Source: an optimization exercise on an open RTL-to-GDS flow (aim: small area). Production flows keep margins and buffers that such runs may drop.
The RTL was checked by simulation tests, not by an equivalence proof against the original design.
No activity file was given, so power comes from the tool's default toggle rates.

==> run K: inputs <==
// aes_share_codec
module aes_share_codec
#(
  parameter int unsigned d     = 2,
  parameter int unsigned RND_W = 128
) (
  input  logic                 clk,
  input  logic                 rst,
  input  logic                 in_valid,
  output logic                 in_ready,
  input  logic [127:0]         in_pt,
  input  logic [127:0]         in_key,
  input  logic                 rnd_valid,
  output logic                 rnd_ready,
  input  logic [RND_W-1:0]     rnd_in,
  output logic                 core_valid_in,
  input  logic                 core_ready,
  input  logic                 core_cipher_valid,
  output logic [128*d-1:0]     core_sh_pt,
  output logic [128*d-1:0]     core_sh_key,
  input  logic [128*d-1:0]     core_sh_ct,
  output logic                 out_valid,
  input  logic                 out_ready,
  output logic [127:0]         out_ct
);
==> module aes_share_codec, before the edit <==
module aes_share_codec
#(
  parameter int unsigned d     = 2,
  parameter int unsigned RND_W = 128
) (
  input  logic                 clk,
  input  logic                 rst,
  input  logic                 in_valid,
  output logic                 in_ready,
  input  logic [127:0]         in_pt,
  input  logic [127:0]         in_key,
  input  logic                 rnd_valid,
  output logic                 rnd_ready,
  input  logic [RND_W-1:0]     rnd_in,
  output logic                 core_valid_in,
  input  logic                 core_ready,
  input  logic                 core_cipher_valid,
  output logic [128*d-1:0]     core_sh_pt,
  output logic [128*d-1:0]     core_sh_key,
  input  logic [128*d-1:0]     core_sh_ct,
  output logic                 out_valid,
  input  logic                 out_ready,
  output logic [127:0]         out_ct
);
  logic         idle_q, g0_q, g1_q, iss_q, wt_q, outs_q;
  logic         idle_d, g0_d, g1_d, iss_d, wt_d, outs_d;
  logic [127:0] ct_s0, ct_s1;
  logic [127:0] pn_q, pn_d, m0n_q, m0n_d, k_q, m1_q, m1_d, x;
  logic         ld_p, ld_m, take_m1, hold_m1;
  assign idle_d = (idle_q & ~in_valid)        | (outs_q & out_ready);
  assign g0_d   = (idle_q & in_valid)         | (g0_q & ~rnd_valid);
  assign g1_d   = (g0_q & rnd_valid)          | (g1_q & ~rnd_valid);
  assign iss_d  = (g1_q & rnd_valid)          | (iss_q & ~core_ready);
  assign wt_d   = (iss_q & core_ready)        | (wt_q & ~core_cipher_valid);
  assign outs_d = (wt_q & core_cipher_valid)  | (outs_q & ~out_ready);
  always_ff @(posedge clk or posedge rst) begin
    if (rst) begin
      idle_q <= 1'b1;
      g0_q   <= 1'b0;
      g1_q   <= 1'b0;
      iss_q  <= 1'b0;
      wt_q   <= 1'b0;
      outs_q <= 1'b0;
    end else begin
      idle_q <= idle_d;
      g0_q   <= g0_d;
      g1_q   <= g1_d;
      iss_q  <= iss_d;
      wt_q   <= wt_d;
      outs_q <= outs_d;
    end
  end
  for (genvar b = 0; b < 128; b++) begin : g_bit
    assign ct_s0[b] = core_sh_ct[2*b];
    assign ct_s1[b] = core_sh_ct[2*b+1];
  end
  assign ld_p  = idle_q | wt_q;
  assign ld_m  = g0_q | wt_q;
  assign pn_d  = (pn_q  | {128{ld_p}}) & ~({128{idle_q}} & in_pt)  & ~({128{wt_q}} & ct_s0);
  assign m0n_d = (m0n_q | {128{ld_m}}) & ~({128{g0_q}}   & rnd_in) & ~({128{wt_q}} & ct_s1);
  assign take_m1 = g1_q & rnd_valid;
  assign hold_m1 = iss_q & ~core_ready;
  assign m1_d    = ({128{take_m1}} & rnd_in) | ({128{hold_m1}} & m1_q);
  always_ff @(posedge clk) begin
    pn_q  <= pn_d;
    m0n_q <= m0n_d;
    if (idle_q) k_q <= in_key;
  end
  always_ff @(posedge clk or posedge rst) begin
    if (rst) m1_q <= '0;
    else     m1_q <= m1_d;
  end
  assign x = pn_q ^ m0n_q;
  always_comb begin
    in_ready      = idle_q;
    rnd_ready     = g0_q | g1_q;
    core_valid_in = iss_q;
    out_valid     = outs_q;
    for (int b = 0; b < 128; b++) begin
      core_sh_pt[2*b+1]  = iss_q & ~m0n_q[b];
      core_sh_pt[2*b]    = iss_q & x[b];
      core_sh_key[2*b+1] = m1_q[b];
      core_sh_key[2*b]   = iss_q & (k_q[b] ^ m1_q[b]);
    end
    out_ct = {128{outs_q}} & x;
  end
endmodule
export LEC_CHECK = 0
export CAP_MARGIN = 20
export CORE_AREA = 5 5 395 395
export DIE_AREA = 0 0 400 400
export SLEW_MARGIN = 20
create_clock -name core_clock -period 5.0 [get_ports {clk}]
standard.sh (not shown) runs the stock make flow with config.mk's settings and CLKGATE_MAP_FILE= SYNTH_SCRIPT=/design/flow/synth_recipe.tcl, a recipe that flattens the netlist after the stock synthesis.
==> flow/flow/run.sh <==
#!/bin/bash
# The standard synthesis, then its gates between the flip-flops replaced by a hand mapping
# (flow/remap.py keeps every flip-flop as synthesized) with inverter trees for the broadcast
# signals, then the standard layout with the
# smallest buffer on each port and a clock tree of small buffers without dummy loads.
set -euo pipefail
R=orfs/results/sky130hd/aes_share_codec/base
bash standard.sh synth > synth.log 2>&1
cp $R/1_2_yosys.v $R/1_2_yosys_standard.v
python3 flow/remap.py $R/1_2_yosys_standard.v $R/1_2_yosys.v > remap.log 2>&1
rm -f $R/1_synth.odb $R/1_synth.sdc
bash standard.sh \
  "BUFFER_PORTS_ARGS=-buffer_cell sky130_fd_sc_hd__buf_1" \
  "CTS_ARGS=-sink_clustering_enable -repair_clock_nets -dont_use_dummy_load -buf_list {sky130_fd_sc_hd__clkbuf_8} -sink_clustering_size 14 -sink_clustering_max_diameter 150" \
  finish > standard.log 2>&1
==> flow/flow/remap.py <==
#!/usr/bin/env python3
"""Rewrite the standard synthesis netlist with a hand-mapped combinational part.

Every flip-flop of the standard synthesis is kept as it is (instance name, cell type); only
the gates between them are replaced by the mapping below, which computes the same functions
as the RTL in rtl/aes_share_codec.sv, gate for gate.
usage: remap.py IN.v OUT.v
"""
import re
import sys

SC = "sky130_fd_sc_hd__"
src = open(sys.argv[1]).read()

flops = {}
for typ, name, body in re.findall(r"(sky130_fd_sc_hd__\w+)\s+(\\\S+\s|\S+)\s*\((.*?)\);", src, re.S):
    if not re.match(SC + r"(e?dfx|dfr|dfs)", typ):
        continue
    pins = {p: n.strip() for p, n in re.findall(r"\.(\w+)\(([^()]*)\)", body)}
    q = pins["Q"].lstrip("\\").strip()
    m = re.match(r"(\w+)\[(\d+)\]$", q)
    if m and m.group(1) in ("pn_q", "m0n_q", "k_q", "m1_q"):
        key = (m.group(1), int(m.group(2)))
    elif m and m.group(1) == "core_sh_key" and int(m.group(2)) % 2 == 1:
        key = ("m1_q", int(m.group(2)) // 2)
    else:
        alias = {"in_ready": "idle_q", "core_valid_in": "iss_q", "out_valid": "outs_q"}
        key = (alias.get(q, q), None)
    assert key not in flops, key
    flops[key] = (typ, name.strip())

expect = {(r, b) for r in ("pn_q", "m0n_q", "k_q", "m1_q") for b in range(128)}
expect |= {(s, None) for s in ("idle_q", "g0_q", "g1_q", "iss_q", "wt_q", "outs_q")}
assert set(flops) == expect, sorted(set(flops) ^ expect)[:10]

out = []
wires = set()
n = [0]


def w(name):
    wires.add(name)
    return name


def cell(typ, **pins):
    n[0] += 1
    conns = ", ".join(f".{p}({v})" for p, v in pins.items())
    out.append(f"  {SC}{typ} rm_{n[0]} ({conns});")


def flop(key, d, q, **extra):
    typ, name = flops[key]
    pins = {"CLK": "clk", "D": d}
    if "dfr" in typ:
        pins["RESET_B"] = "rstn"
    if "dfs" in typ:
        pins["SET_B"] = "rstn"
    if "edf" in typ:
        pins["DE"] = extra["de"]
    pins["Q"] = q
    conns = ", ".join(f".{p}({v})" for p, v in pins.items())
    out.append(f"  {typ} {name} ({conns});")


def tag(base, b):
    return w(f"{base}_{b}")


# Control: one-hot state and the signals broadcast to the bit slices.
idle, iss, outs = "in_ready", "core_valid_in", "out_valid"
g0, g1, wt = w("g0"), w("g1"), w("wt")
cell("inv_1", A="rst", Y=w("rstn"))
for s in ("in_valid", "rnd_valid", "core_ready", "core_cipher_valid", "out_ready"):
    cell("inv_1", A=s, Y=w("n_" + s))
cell("a22o_1", A1=idle, A2="n_in_valid", B1=outs, B2="out_ready", X=w("idle_d"))
cell("a22o_1", A1=idle, A2="in_valid", B1=g0, B2="n_rnd_valid", X=w("g0_d"))
cell("mux2_1", S="rnd_valid", A1=g0, A0=g1, X=w("g1_d"))
cell("a22o_1", A1=g1, A2="rnd_valid", B1=iss, B2="n_core_ready", X=w("iss_d"))
cell("a22o_1", A1=iss, A2="core_ready", B1=wt, B2="n_core_cipher_valid", X=w("wt_d"))
cell("a22o_1", A1=wt, A2="core_cipher_valid", B1=outs, B2="n_out_ready", X=w("outs_d"))
flop(("idle_q", None), "idle_d", idle)
flop(("g0_q", None), "g0_d", g0)
flop(("g1_q", None), "g1_d", g1)
flop(("iss_q", None), "iss_d", iss)
flop(("wt_q", None), "wt_d", wt)
flop(("outs_q", None), "outs_d", outs)
cell("or2_1", A=g0, B=g1, X="rnd_ready")
# Broadcast signals reach the bit slices through one inverting trunk cell and a row of small
# inverters, each driving the slices of one group of bits.
cell("inv_2", A=idle, Y=w("idle_n"))
cell("inv_2", A=wt, Y=w("wt_n"))
cell("inv_2", A=g0, Y=w("g0_n"))
cell("nor2_1", A=idle, B=wt, Y=w("ld_p_n"))
cell("nor2_1", A=g0, B=wt, Y=w("ld_m_n"))
cell("nand2_1", A=g1, B="rnd_valid", Y=w("take_m1_n"))
cell("nand2_1", A=iss, B="n_core_ready", Y=w("hold_m1_n"))
GROUP = {"iss_n": 8, "outs_n": 32, "idle": 16, "wt": 16, "g0": 32,
         "ld_p": 32, "ld_m": 32, "take_m1": 32, "hold_m1": 32}
SRC = {"iss_n": iss, "outs_n": outs, "idle": "idle_n", "wt": "wt_n", "g0": "g0_n",
       "ld_p": "ld_p_n", "ld_m": "ld_m_n", "take_m1": "take_m1_n", "hold_m1": "hold_m1_n"}
for sig, g in GROUP.items():
    for j in range(128 // g):
        cell("inv_2", A=SRC[sig], Y=w(f"{sig}_g{j}"))


def leaf(sig, b):
    return f"{sig}_g{b // GROUP[sig]}"


for b in range(128):
    pn, m0n, k = tag("pn_q", b), tag("m0n_q", b), tag("k_q", b)
    m1 = f"core_sh_key[{2 * b + 1}]"
    # pn = (pn | ld_p) & ~(idle & in_pt) & ~(wt & ct_s0), and m0n likewise.
    cell("nor2_1", A=pn, B=leaf("ld_p", b), Y=tag("pn_h", b))
    cell("a221oi_1", A1=leaf("idle", b), A2=f"in_pt[{b}]", B1=leaf("wt", b), B2=f"core_sh_ct[{2 * b}]",
         C1=f"pn_h_{b}", Y=tag("pn_d", b))
    flop(("pn_q", b), f"pn_d_{b}", pn)
    cell("nor2_1", A=m0n, B=leaf("ld_m", b), Y=tag("m0n_h", b))
    cell("a221oi_1", A1=leaf("g0", b), A2=f"rnd_in[{b}]", B1=leaf("wt", b), B2=f"core_sh_ct[{2 * b + 1}]",
         C1=f"m0n_h_{b}", Y=tag("m0n_d", b))
    flop(("m0n_q", b), f"m0n_d_{b}", m0n)
    flop(("k_q", b), f"in_key[{b}]", k, de=leaf("idle", b))
    cell("a22o_1", A1=leaf("take_m1", b), A2=f"rnd_in[{b}]", B1=leaf("hold_m1", b), B2=m1, X=tag("m1_d", b))
    flop(("m1_q", b), f"m1_d_{b}", m1)
    # x = ~(pt ^ M0) in ISSUE, ~ct in OUT.
    cell("xnor2_1", A=pn, B=m0n, Y=tag("xn", b))
    cell("nor2_1", A=leaf("iss_n", b), B=f"xn_{b}", Y=f"core_sh_pt[{2 * b}]")
    cell("nor2_1", A=leaf("iss_n", b), B=m0n, Y=f"core_sh_pt[{2 * b + 1}]")
    cell("nor2_1", A=leaf("outs_n", b), B=f"xn_{b}", Y=f"out_ct[{b}]")
    cell("xnor2_1", A=k, B=m1, Y=tag("xk", b))
    cell("nor2_1", A=leaf("iss_n", b), B=f"xk_{b}", Y=f"core_sh_key[{2 * b}]")

head = """module aes_share_codec(clk, rst, in_valid, in_ready, in_pt, in_key, rnd_valid, rnd_ready,
  rnd_in, core_valid_in, core_ready, core_cipher_valid, core_sh_pt, core_sh_key, core_sh_ct,
  out_valid, out_ready, out_ct);
  input clk;
  input rst;
  input in_valid;
  output in_ready;
  input [127:0] in_pt;
  input [127:0] in_key;
  input rnd_valid;
  output rnd_ready;
  input [127:0] rnd_in;
  output core_valid_in;
  input core_ready;
  input core_cipher_valid;
  output [255:0] core_sh_pt;
  output [255:0] core_sh_key;
  input [255:0] core_sh_ct;
  output out_valid;
  input out_ready;
  output [127:0] out_ct;
"""
with open(sys.argv[2], "w") as f:
    f.write(head)
    for x in sorted(wires):
        f.write(f"  wire {x};\n")
    f.write("\n".join(out) + "\nendmodule\n")
print(f"kept {len(flops)} flip-flops, wrote {n[0]} gates")
==> run Y (differences from run K) <==
==> flow/flow/run.sh (replaced) <==
#!/bin/bash
# The standard synthesis, then its gates between the flip-flops replaced by a hand mapping
# (flow/remap.py keeps every flip-flop as synthesized), then the standard layout with the
# smallest buffer on each port and a clock tree of small buffers without dummy loads.
set -euo pipefail
R=orfs/results/sky130hd/aes_share_codec/base
bash standard.sh synth > synth.log 2>&1
cp $R/1_2_yosys.v $R/1_2_yosys_standard.v
python3 flow/remap.py $R/1_2_yosys_standard.v $R/1_2_yosys.v > remap.log 2>&1
rm -f $R/1_synth.odb $R/1_synth.sdc
bash standard.sh \
  "BUFFER_PORTS_ARGS=-buffer_cell sky130_fd_sc_hd__buf_1" \
  "CTS_ARGS=-sink_clustering_enable -repair_clock_nets -dont_use_dummy_load -buf_list {sky130_fd_sc_hd__clkbuf_4 sky130_fd_sc_hd__clkbuf_8} -sink_clustering_size 16 -sink_clustering_max_diameter 50" \
  finish > standard.log 2>&1
--- a/flow/flow/remap.py
+++ b/flow/flow/remap.py
@@ -87,25 +87,10 @@
 flop(("outs_q", None), "outs_d", outs)
 cell("or2_1", A=g0, B=g1, X="rnd_ready")
-# Broadcast signals reach the bit slices through one inverting trunk cell and a row of small
-# inverters, each driving the slices of one group of bits.
-cell("inv_2", A=idle, Y=w("idle_n"))
-cell("inv_2", A=wt, Y=w("wt_n"))
-cell("inv_2", A=g0, Y=w("g0_n"))
-cell("nor2_1", A=idle, B=wt, Y=w("ld_p_n"))
-cell("nor2_1", A=g0, B=wt, Y=w("ld_m_n"))
-cell("nand2_1", A=g1, B="rnd_valid", Y=w("take_m1_n"))
-cell("nand2_1", A=iss, B="n_core_ready", Y=w("hold_m1_n"))
-GROUP = {"iss_n": 8, "outs_n": 32, "idle": 16, "wt": 16, "g0": 32,
-         "ld_p": 32, "ld_m": 32, "take_m1": 32, "hold_m1": 32}
-SRC = {"iss_n": iss, "outs_n": outs, "idle": "idle_n", "wt": "wt_n", "g0": "g0_n",
-       "ld_p": "ld_p_n", "ld_m": "ld_m_n", "take_m1": "take_m1_n", "hold_m1": "hold_m1_n"}
-for sig, g in GROUP.items():
-    for j in range(128 // g):
-        cell("inv_2", A=SRC[sig], Y=w(f"{sig}_g{j}"))
-
-
-def leaf(sig, b):
-    return f"{sig}_g{b // GROUP[sig]}"
-
+cell("or2_1", A=idle, B=wt, X=w("ld_p"))
+cell("or2_1", A=g0, B=wt, X=w("ld_m"))
+cell("and2_1", A=g1, B="rnd_valid", X=w("take_m1"))
+cell("and2_1", A=iss, B="n_core_ready", X=w("hold_m1"))
+cell("inv_1", A=iss, Y=w("iss_n"))
+cell("inv_1", A=outs, Y=w("outs_n"))
 
 for b in range(128):
@@ -113,22 +98,22 @@
     m1 = f"core_sh_key[{2 * b + 1}]"
     # pn = (pn | ld_p) & ~(idle & in_pt) & ~(wt & ct_s0), and m0n likewise.
-    cell("nor2_1", A=pn, B=leaf("ld_p", b), Y=tag("pn_h", b))
-    cell("a221oi_1", A1=leaf("idle", b), A2=f"in_pt[{b}]", B1=leaf("wt", b), B2=f"core_sh_ct[{2 * b}]",
+    cell("nor2_1", A=pn, B="ld_p", Y=tag("pn_h", b))
+    cell("a221oi_1", A1=idle, A2=f"in_pt[{b}]", B1=wt, B2=f"core_sh_ct[{2 * b}]",
          C1=f"pn_h_{b}", Y=tag("pn_d", b))
     flop(("pn_q", b), f"pn_d_{b}", pn)
-    cell("nor2_1", A=m0n, B=leaf("ld_m", b), Y=tag("m0n_h", b))
-    cell("a221oi_1", A1=leaf("g0", b), A2=f"rnd_in[{b}]", B1=leaf("wt", b), B2=f"core_sh_ct[{2 * b + 1}]",
+    cell("nor2_1", A=m0n, B="ld_m", Y=tag("m0n_h", b))
+    cell("a221oi_1", A1=g0, A2=f"rnd_in[{b}]", B1=wt, B2=f"core_sh_ct[{2 * b + 1}]",
          C1=f"m0n_h_{b}", Y=tag("m0n_d", b))
     flop(("m0n_q", b), f"m0n_d_{b}", m0n)
-    flop(("k_q", b), f"in_key[{b}]", k, de=leaf("idle", b))
-    cell("a22o_1", A1=leaf("take_m1", b), A2=f"rnd_in[{b}]", B1=leaf("hold_m1", b), B2=m1, X=tag("m1_d", b))
+    flop(("k_q", b), f"in_key[{b}]", k, de=idle)
+    cell("a22o_1", A1="take_m1", A2=f"rnd_in[{b}]", B1="hold_m1", B2=m1, X=tag("m1_d", b))
     flop(("m1_q", b), f"m1_d_{b}", m1)
     # x = ~(pt ^ M0) in ISSUE, ~ct in OUT.
     cell("xnor2_1", A=pn, B=m0n, Y=tag("xn", b))
-    cell("nor2_1", A=leaf("iss_n", b), B=f"xn_{b}", Y=f"core_sh_pt[{2 * b}]")
-    cell("nor2_1", A=leaf("iss_n", b), B=m0n, Y=f"core_sh_pt[{2 * b + 1}]")
-    cell("nor2_1", A=leaf("outs_n", b), B=f"xn_{b}", Y=f"out_ct[{b}]")
+    cell("nor2_1", A="iss_n", B=f"xn_{b}", Y=f"core_sh_pt[{2 * b}]")
+    cell("nor2_1", A="iss_n", B=m0n, Y=f"core_sh_pt[{2 * b + 1}]")
+    cell("nor2_1", A="outs_n", B=f"xn_{b}", Y=f"out_ct[{b}]")
     cell("xnor2_1", A=k, B=m1, Y=tag("xk", b))
-    cell("nor2_1", A=leaf("iss_n", b), B=f"xk_{b}", Y=f"core_sh_key[{2 * b}]")
+    cell("nor2_1", A="iss_n", B=f"xk_{b}", Y=f"core_sh_key[{2 * b}]")
 
 head = """module aes_share_codec(clk, rst, in_valid, in_ready, in_pt, in_key, rnd_valid, rnd_ready,
==> run H (differences from run K) <==
--- a/flow/design.v
+++ b/flow/design.v
@@ -35,5 +35,5 @@
   logic         idle_d, g0_d, g1_d, iss_d, wt_d, outs_d;
   logic [127:0] ct_s0, ct_s1;
-  logic [127:0] pn_q, pn_d, m0n_q, m0n_d, k_q, m1_q, m1_d, x;
+  logic [127:0] pn_q, pn_d, m0n_q, m0n_d, kn_q, kn_d, m1_q, m1_d, x;
   logic         ld_p, ld_m, take_m1, hold_m1;
   assign idle_d = (idle_q & ~in_valid)        | (outs_q & out_ready);
@@ -68,4 +68,5 @@
   assign pn_d  = (pn_q  | {128{ld_p}}) & ~({128{idle_q}} & in_pt)  & ~({128{wt_q}} & ct_s0);
   assign m0n_d = (m0n_q | {128{ld_m}}) & ~({128{g0_q}}   & rnd_in) & ~({128{wt_q}} & ct_s1);
+  assign kn_d  = (kn_q  | {128{ld_p}}) & ~({128{idle_q}} & in_key);
   assign take_m1 = g1_q & rnd_valid;
   assign hold_m1 = iss_q & ~core_ready;
@@ -74,5 +75,5 @@
     pn_q  <= pn_d;
     m0n_q <= m0n_d;
-    if (idle_q) k_q <= in_key;
+    kn_q  <= kn_d;
   end
   always_ff @(posedge clk or posedge rst) begin
@@ -90,5 +91,5 @@
       core_sh_pt[2*b]    = iss_q & x[b];
       core_sh_key[2*b+1] = m1_q[b];
-      core_sh_key[2*b]   = iss_q & (k_q[b] ^ m1_q[b]);
+      core_sh_key[2*b]   = iss_q & ~(kn_q[b] ^ m1_q[b]);
     end
     out_ct = {128{outs_q}} & x;
--- a/flow/flow/remap.py
+++ b/flow/flow/remap.py
@@ -20,5 +20,5 @@
     q = pins["Q"].lstrip("\\").strip()
     m = re.match(r"(\w+)\[(\d+)\]$", q)
-    if m and m.group(1) in ("pn_q", "m0n_q", "k_q", "m1_q"):
+    if m and m.group(1) in ("pn_q", "m0n_q", "kn_q", "m1_q"):
         key = (m.group(1), int(m.group(2)))
     elif m and m.group(1) == "core_sh_key" and int(m.group(2)) % 2 == 1:
@@ -30,5 +30,5 @@
     flops[key] = (typ, name.strip())
 
-expect = {(r, b) for r in ("pn_q", "m0n_q", "k_q", "m1_q") for b in range(128)}
+expect = {(r, b) for r in ("pn_q", "m0n_q", "kn_q", "m1_q") for b in range(128)}
 expect |= {(s, None) for s in ("idle_q", "g0_q", "g1_q", "iss_q", "wt_q", "outs_q")}
 assert set(flops) == expect, sorted(set(flops) ^ expect)[:10]
@@ -97,5 +97,5 @@
 cell("nand2_1", A=iss, B="n_core_ready", Y=w("hold_m1_n"))
 GROUP = {"iss_n": 8, "outs_n": 32, "idle": 16, "wt": 16, "g0": 32,
-         "ld_p": 32, "ld_m": 32, "take_m1": 32, "hold_m1": 32}
+         "ld_p": 16, "ld_m": 32, "take_m1": 32, "hold_m1": 32}
 SRC = {"iss_n": iss, "outs_n": outs, "idle": "idle_n", "wt": "wt_n", "g0": "g0_n",
        "ld_p": "ld_p_n", "ld_m": "ld_m_n", "take_m1": "take_m1_n", "hold_m1": "hold_m1_n"}
@@ -110,5 +110,5 @@
 
 for b in range(128):
-    pn, m0n, k = tag("pn_q", b), tag("m0n_q", b), tag("k_q", b)
+    pn, m0n, kn = tag("pn_q", b), tag("m0n_q", b), tag("kn_q", b)
     m1 = f"core_sh_key[{2 * b + 1}]"
     # pn = (pn | ld_p) & ~(idle & in_pt) & ~(wt & ct_s0), and m0n likewise.
@@ -121,5 +121,8 @@
          C1=f"m0n_h_{b}", Y=tag("m0n_d", b))
     flop(("m0n_q", b), f"m0n_d_{b}", m0n)
-    flop(("k_q", b), f"in_key[{b}]", k, de=leaf("idle", b))
+    # kn = (kn | ld_p) & ~(idle & in_key)
+    cell("nor2_1", A=kn, B=leaf("ld_p", b), Y=tag("kn_h", b))
+    cell("a21oi_1", A1=leaf("idle", b), A2=f"in_key[{b}]", B1=f"kn_h_{b}", Y=tag("kn_d", b))
+    flop(("kn_q", b), f"kn_d_{b}", kn)
     cell("a22o_1", A1=leaf("take_m1", b), A2=f"rnd_in[{b}]", B1=leaf("hold_m1", b), B2=m1, X=tag("m1_d", b))
     flop(("m1_q", b), f"m1_d_{b}", m1)
@@ -129,5 +132,5 @@
     cell("nor2_1", A=leaf("iss_n", b), B=m0n, Y=f"core_sh_pt[{2 * b + 1}]")
     cell("nor2_1", A=leaf("outs_n", b), B=f"xn_{b}", Y=f"out_ct[{b}]")
-    cell("xnor2_1", A=k, B=m1, Y=tag("xk", b))
+    cell("xor2_1", A=kn, B=m1, X=tag("xk", b))
     cell("nor2_1", A=leaf("iss_n", b), B=f"xk_{b}", Y=f"core_sh_key[{2 * b}]")
 
==> summary.txt <==
Met2 usage: run K 30.47%; run H 32.20%; run Y 28.33%
Comb power frac: run K 4.0%; run H 4.2%; run Y 3.9%
Filler cells: run K 17180; run H 17430; run Y 17110
Path length in cells of the critical path: run K 3; run H 3; run Y 5
Worst-case vdd ir drop: run K 0.1518 mV; run H 0.1662 mV; run Y 0.1683 mV
Fraction of standard cell area in multi-input logic: run K 29.25%; run H 33.24%; run Y 28.68%
Power in sequential cells: run K 4.30 mW; run H 4.14 mW; run Y 4.30 mW
Critical path endpoint: run K core_sh_pt[249]; run H core_sh_key[42]; run Y core_sh_pt[0]
Signal buffers share of area: run K 16.68%; run H 16.80%; run Y 17.59%
Layout-stage area growth over the synthesis result: run K 38.80%; run H 39.54%; run Y 43.26%
Outcome: run K finished clean; run H finished clean; run Y finished clean
Sequential cell area: run K 12320 um2; run H 11040 um2; run Y 12340 um2
Skew-Pair Late Insertion Delay: run K 0.75 ns; run H 0.77 ns; run Y 0.71 ns
Reg2reg setup slack: run K 2.69 ns; run H 2.54 ns; run Y 2.25 ns
Transition time at the pin with the least slew margin: run K 1.060 ns; run H 1.234 ns; run Y 1.243 ns
Setup clock skew after layout: run K 0.09693 ns; run H 0.1020 ns; run Y 0.05846 ns
CP Buf/Inv Count: run K 2; run H 2; run Y 4
Cell Area, Synth: run K 21130 um2; run H 20990 um2; run Y 20930 um2
Post-detailed-placement half-perimeter wirelength: run K 142200 um; run H 145600 um; run Y 133700 um
Worst R2R End: run K m1_q[8]; run H m1_q[82]; run Y pn_q[42]
First-pass DRT Iterations: run K 6; run H 6; run Y 5
Share of layout cells above drive strength 1: run K 3.440%; run H 3.522%; run Y 3.735%

re-timing with driven ports:
The results above use ideal ports. As a check the final layouts listed here were re-extracted and re-timed, cells and wires unchanged. Step 1, drivers: a clkbuf_16 drives clk and a buf_2 each remaining input, both assumed. Step 2 adds t to the input delays and takes it off the output delays; t is the mean of the earliest and latest rising clock arrival at the registers after step 1. Input paths then give back, and output paths get back, about the clock's delay inside the block. Slacks: ideal / step 1 / step 2; pairs: ideal / step 1.
| run | shift t [ns] | setup WS [ns] | worst hold slack (ns) | clock arrival spread, ns | worst register clock-pin slew, ns |
|---|---|---|---|---|---|
| run K | 0.775 | 1.186 / 1.102 / 1.877 | 0.365 / 0.303 / 0.518 | 0.127 / 0.127 | 0.11 / 0.11 |
| run Y | 0.753 | 1.542 / 1.480 / 2.077 | 0.327 / 0.288 / 0.515 | 0.088 / 0.088 | 0.10 / 0.10 |
| run H | 0.771 | 1.210 / 1.148 / 1.920 | 0.357 / 0.316 / 0.502 | 0.120 / 0.121 | 0.12 / 0.12 |
After both steps setup and hold are still met in every run listed.
